Source: an optimization exercise on an open RTL-to-GDS flow (aim: small area, a short achievable clock period and few clock cycles per item). Production flows keep margins and buffers that such runs may drop.
RTL that was checked went through simulation tests only; none was proved equivalent to the original.
Power and IR drop assume default switching activity.

==> flow/design.v (excerpt) <==
module bresenham_line_stepper_top (
    input  wire logic                            aclk,
    input  wire logic                            aresetn,
    input  wire logic                            cfg_wr_en,
    input  wire logic [bls_pkg::CFG_IDX_W-1:0]   cfg_index,
    input  wire logic [bls_pkg::CFG_DATA_W-1:0]  cfg_wdata,
    input  wire logic                            s_tvalid,
    output logic                                 s_tready,
    input  wire logic [103:0]                    s_tdata,
    input  wire logic                            s_tuser,
    output logic                                 m_tvalid,
    input  wire logic                            m_tready,
    output logic [103:0]                         m_tdata,
    output logic                                 m_tuser,
    output logic                                 m_tlast
);
    localparam int LW = 29;             
    logic [WIN_W-1:0]   win_width_reg;
    logic [WIN_W-1:0]   win_height_reg;
    logic [PITCH_W-1:0] row_pitch_reg;
    logic [BPP_W-1:0]   bpp_reg;
    logic [COLOR_W-1:0] default_color_reg;
    always_ff @(posedge aclk) begin
        if (!aresetn) begin
            win_width_reg     <= WIN_WIDTH_RST;
            win_height_reg    <= WIN_HEIGHT_RST;
            row_pitch_reg     <= ROW_PITCH_RST;
            bpp_reg           <= BYTES_PER_PIX_RST;
            default_color_reg <= DEFAULT_COLOR_RST;
        end else if (cfg_wr_en) begin
            case (cfg_index)
                CFG_WIN_WIDTH:     win_width_reg     <= cfg_wdata[WIN_W-1:0];
                CFG_WIN_HEIGHT:    win_height_reg    <= cfg_wdata[WIN_W-1:0];
                CFG_ROW_PITCH:     row_pitch_reg     <= cfg_wdata[PITCH_W-1:0];
                CFG_BYTES_PER_PIX: bpp_reg           <= cfg_wdata[BPP_W-1:0];
                CFG_DEFAULT_COLOR: default_color_reg <= cfg_wdata[COLOR_W-1:0];
                default: ;
            endcase
        end
  ...
Size: roughly 23,000 um^2 of cells after synthesis.
clock: 8.5 ns
lec_check: 0
cap_margin: 20
core_margin: 2
core_utilization: 40
cts_buf_list: sky130_fd_sc_hd__clkbuf_16
cts_cluster_diameter: 80
cts_cluster_size: 40
setup_slack_margin: 3.75
slew_margin: 20
standard.sh (not shown) runs the stock make flow with config.mk's settings and CLKGATE_MAP_FILE= SYNTH_SCRIPT=/design/flow/synth_recipe.tcl, a recipe that flattens the netlist after the stock synthesis.
==> flow/flow/run.sh <==
#!/bin/bash
# The standard layout (the standard.sh), with the port buffers made from buf_1 cells
# instead of the buffer that buffer_ports picks by default. Every port still gets a buffer.
set -euo pipefail
export BUFFER_PORTS_ARGS="-buffer_cell sky130_fd_sc_hd__buf_1"
bash standard.sh > standard.log 2>&1
Testbench counts at the start, summed over its fixed seeds: cycles 300,770, items 279,162.
Edit:
--- a/flow/design.v
+++ b/flow/design.v
@@ -242,38 +242,38 @@
     assign xr_in1  = xrow(bwin(in_sx, 2'd1), bpp_next, bm3, bm5, bm7);
     assign xr_rg   = xrow(bwin(x_reg, rj), bpp_next, bm3, bm5, bm7);
     assign wy      = start ? (skip_in ? wy_in1 : wy_in0) : wy_rg;
     assign xr      = start ? (skip_in ? xr_in1 : xr_in0) : xr_rg;
     function automatic logic [LW-1:0] prow(input logic [2:0] s, input logic [15:0] m);
         logic [16:0] mag;
         mag = s[0] ? {m, 1'b0} : s[1] ? {1'b0, m} : 17'd0;
         prow = {{12{s[2]}}, mag ^ {17{s[2]}}};
     endfunction
-    logic [2:0]    cyh, cyl;
     logic [LW-1:0] lin_base, r_yh, r_yl, r_x, s1, c1, s2, c2, lin_next;
+    logic [LW-1:0] st_p, st_b;
     logic [4:0]    bstep;
     assign bstep = sxn_reg ? -{1'b0, bpp_reg} : {1'b0, bpp_reg};
+    assign st_p  = {{13{syn_reg}}, row_pitch_reg ^ {16{syn_reg}}};
+    assign st_b  = {{24{bstep[4]}}, bstep};
     always_comb begin
         if (busy_reg) begin
-            cyh = syh_reg;
-            cyl = syl_reg;
             lin_base = b0_reg ? '0 : (lin_reg << 4);
-            lin_base[2] = cyh[2];
+            lin_base[2] = syh_reg[2];
             lin_base[0] = xcn_reg;
-            r_x = {{22{xcn_reg}}, {xcm_reg ^ {7{xcn_reg}}}};
+            r_yh = (prow(syh_reg, row_pitch_reg) << 2) | {28'd0, syl_reg[2]};
+            r_yl = prow(syl_reg, row_pitch_reg);
+            r_x  = {{22{xcn_reg}}, {xcm_reg ^ {7{xcn_reg}}}};
         end else begin
-            cyh = 3'b000;
-            cyl = {mv_y && syn_reg, mv_y, 1'b0};
             lin_base = lin_reg;
-            r_x = mv_x ? {{24{bstep[4]}}, bstep} : '0;
+            r_yh = {28'd0, mv_y && syn_reg};
+            r_yl = st_p & {LW{mv_y}};
+            r_x  = st_b & {LW{mv_x}};
         end
-        r_yh = (prow(cyh, row_pitch_reg) << 2) | {28'd0, cyl[2]};
-        r_yl = prow(cyl, row_pitch_reg);
         s1 = lin_base ^ r_yh ^ r_yl;
         c1 = ((lin_base & r_yh) | (lin_base & r_yl) | (r_yh & r_yl)) << 1;
         s2 = s1 ^ c1 ^ r_x;
         c2 = ((s1 & c1) | (s1 & r_x) | (c1 & r_x)) << 1;
         lin_next = sk_add(s2, c2);
     end
     always_ff @(posedge aclk) begin
         if (!aresetn) begin
             vld_reg  <= 1'b0;
Non-clock buffer count drops by 7.
Worst hold slack is about the same.
Sequential share of layout area drops by 0.24 points.
Clock-buffer cell count stays the same.
Setup slack gets better by 0.088 ns.
Final area climbs by 1.0%.
Clock power barely changes.
Fmax climbs by 1.9%.
Power drops by 3.8%.
Combinational power drops by 7.6%.
Routed wire length climbs by 5.4%.
Area after synthesis climbs by 2.5%.
Testbench counts after the change, summed over its fixed seeds: cycles 300,770, items 279,162.

========
Another version of the RTL of bresenham_line_stepper_top (not shown whole).
For scale: about 2800 cells after synthesis, about 0.024 mm^2 of cells after synthesis.
clock: 8.5 ns
lec_check: 0
abc_clock_period_in_ps: 4000
cap_margin: 20
core_margin: 2
core_utilization: 40
setup_slack_margin: 4.3
slew_margin: 20
run.sh (not shown) runs the stock make flow with config.mk's settings and CLKGATE_MAP_FILE= SYNTH_SCRIPT=/design/flow/synth_recipe.tcl, a recipe that flattens the netlist after the stock synthesis.
Stock flow here: none of the scripts above is used.
Testbench counts at the start, summed over its fixed seeds: cycles 307,970, items 279,162.
Rerun with:
--- a/flow/design.v
+++ b/flow/design.v
@@ -64,61 +64,60 @@
                 CFG_BYTES_PER_PIX: bpp_reg           <= cfg_wdata[BPP_W-1:0];
                 CFG_DEFAULT_COLOR: default_color_reg <= cfg_wdata[COLOR_W-1:0];
                 default: ;
             endcase
         end
     end
     logic               vld_reg, busy_reg, stp_reg, act_reg, pix_reg, last_reg;
     logic [1:0]         it_reg;
     logic [15:0]        x_reg, y_reg;
     logic [COLOR_W-1:0] col_reg;
     logic [15:0]        dx_reg, dy_reg;    
     logic               sxn_reg, syn_reg;
-    logic signed [18:0] f1_reg, f2_reg;
+    logic signed [17:0] err_reg;
     logic [15:0]        cnt_reg;
     logic [LW-1:0]      lin_reg;
     logic [2:0]         syh_reg, syl_reg, sxh_reg, sxl_reg;
     logic [15:0]        in_sx, in_sy, in_ex, in_ey;
     logic [COLOR_W-1:0] in_color;
     logic               in_use_default;
     assign in_sx          = s_tdata[15:0];
     assign in_sy          = s_tdata[31:16];
     assign in_ex          = s_tdata[47:32];
     assign in_ey          = s_tdata[63:48];
     assign in_color       = s_tdata[95:64];
     assign in_use_default = s_tdata[96];
     logic accept, start, step, idle_step, recalc;
     assign s_tready  = !busy_reg && (!vld_reg || m_tready);
     assign accept    = s_tvalid && s_tready;
     assign start     = accept && (s_tuser == REQ_START);
     assign step      = accept && (s_tuser == REQ_STEP) && act_reg;
     assign idle_step = accept && (s_tuser == REQ_STEP) && !act_reg;
     assign recalc    = cfg_wr_en && act_reg && (cfg_index[2:1] == 2'b01);
-    logic it_first, it_last;
+    logic it_first, it_last, e_init;
     assign it_first = busy_reg && (it_reg == 2'd0);
     assign it_last  = busy_reg && (it_reg == 2'd3);
-    logic mv_x, mv_y;
-    assign mv_x = !f1_reg[18];
-    assign mv_y = f2_reg[18];
-    logic               f_init;
-    logic signed [18:0] dx2, dy2, f1_base, f2_base, f1_new, f2_new;
-    assign f_init  = busy_reg && stp_reg && (it_reg == 2'd1);
-    assign dx2     = {2'b00, dx_reg, 1'b0};
-    assign dy2     = {2'b00, dy_reg, 1'b0};
-    assign f1_base = f_init ? ~{3'b000, dy_reg} : f1_reg;
-    assign f2_base = f_init ? {3'b000, dx_reg} : f2_reg;
-    assign f1_new  = f1_base + ((f_init || mv_y) ? dx2 : 19'sd0)
-                             - ((!f_init && mv_x) ? dy2 : 19'sd0);
-    assign f2_new  = f2_base + ((!f_init && mv_y) ? dx2 : 19'sd0)
-                             - ((f_init || mv_x) ? dy2 : 19'sd0);
+    assign e_init   = busy_reg && stp_reg && (it_reg == 2'd1);
+    logic signed [18:0] twice;
+    logic               mv_x, mv_y;
+    assign twice = {err_reg, 1'b0};
+    assign mv_x  = twice > -signed'({3'b000, dy_reg});
+    assign mv_y  = twice < signed'({3'b000, dx_reg});
+    logic               ax, ay;
+    logic signed [17:0] err_base, err_new;
+    assign ax       = e_init || mv_x;
+    assign ay       = e_init || mv_y;
+    assign err_base = e_init ? '0 : err_reg;
+    assign err_new  = err_base - (ax ? signed'({2'b00, dy_reg}) : 18'sd0)
+                               + (ay ? signed'({2'b00, dx_reg}) : 18'sd0);
     logic [16:0] dfx, dfy;
     assign dfx = {dx_reg[15], dx_reg} - {x_reg[15], x_reg};
     assign dfy = {dy_reg[15], dy_reg} - {y_reg[15], y_reg};
     function automatic logic [2:0] bdec(input logic [2:0] w);
         bdec = {w[2] && (w[1:0] != 2'b11), w[1] ^ w[0], (w == 3'b011) || (w == 3'b100)};
     endfunction
     function automatic logic [5:0] bpair(input logic [15:0] v, input logic [1:0] j);
         logic [16:0] ve;
         ve = {v, 1'b0};
         case (j)
             2'd0: bpair = {ve[16:14], ve[14:12]};
             2'd1: bpair = {ve[12:10], ve[10:8]};
@@ -220,29 +219,26 @@
             x_reg    <= '0;
             y_reg    <= '0;
             col_reg  <= '0;
             pix_reg  <= 1'b0;
             last_reg <= 1'b0;
         end
         if (it_first && stp_reg) begin
             dx_reg  <= dfx[16] ? 16'(-dfx) : dfx[15:0];
             dy_reg  <= dfy[16] ? 16'(-dfy) : dfy[15:0];
             sxn_reg <= dfx[16];
             syn_reg <= dfy[16];
         end
-        if (step || f_init) begin
-            f1_reg <= f1_new;
-            f2_reg <= f2_new;
-        end
-        if (f_init) cnt_reg <= (dx_reg < dy_reg) ? dy_reg : dx_reg;
+        if (step || e_init) err_reg <= err_new;
+        if (e_init) cnt_reg <= err_new[17] ? dy_reg : dx_reg;
         else if (step) cnt_reg <= cnt_reg - 16'd1;
         if (step || busy_reg) lin_reg <= lin_next;
     end
     logic in_win;
     assign in_win = pix_reg && (x_reg[15:13] == 3'b000) && (y_reg[15:13] == 3'b000) &&
                     (x_reg[12:0] < win_width_reg) && (y_reg[12:0] < win_height_reg);
     assign m_tvalid = vld_reg;
     assign m_tuser  = pix_reg;
     assign m_tlast  = last_reg;
     assign m_tdata  = {7'b0, col_reg, 3'b000, in_win ? lin_reg : {LW{1'b0}}, in_win,
                        y_reg, x_reg};
 endmodule
Setup slack gets worse by 2.1 ns.
Design area decreases by 8.9%.
First-iteration DRC count decreases by 9.0%.
Routed wire length decreases by 12%.
Synthesized area decreases by 8.3%.
Via count decreases by 9.8%.
Only the layout flow was run in the second run of this note; the RTL was not checked for function there.

## separate check: timing with driven ports
The results above use ideal ports. As a check the final layouts listed here were re-extracted and re-timed, cells and wires unchanged.
Step 1 (the two cells are an assumption about what drives the block):
set clk [get_ports {aclk}]
set_driving_cell -lib_cell sky130_fd_sc_hd__clkbuf_16 $clk
set_driving_cell -lib_cell sky130_fd_sc_hd__buf_2 [delete_from_list [all_inputs] $clk]
Step 2 times the ports against the registers' clock, not the clock port: input delays grow and output delays shrink by t, the midpoint of the rising clock arrivals with the driver on.
Three values: ideal, step 1, step 2; two values: the first two.
| run | t (ns) | setup slack, ns | hold WS [ns] | clock arrival spread, ns | worst slew at a driven data input, ns |
|---|---|---|---|---|---|
| the first run of note 1 | 0.633 | 3.690 / 3.690 / 3.362 | 0.468 / 0.468 / 0.468 | 0.037 / 0.038 | 0.11 |
| the second run of note 1 | 0.623 | 3.778 / 3.778 / 3.372 | 0.468 / 0.468 / 0.468 | 0.025 / 0.025 | 0.10 |
| the first run of note 2 | 0.621 | 3.377 / 3.377 / 3.377 | 0.465 / 0.465 / 0.465 | 0.031 / 0.032 | 0.11 |
| the second run of note 2 | 0.602 | 1.244 / 1.244 / 1.244 | 0.465 / 0.465 / 0.465 | 0.022 / 0.022 | 0.08 |
After both steps every run listed still meets setup and hold. The setup slack of the second run of note 1, which loses most, moves by 0.000 ns with the drivers and by -0.406 ns with both steps.
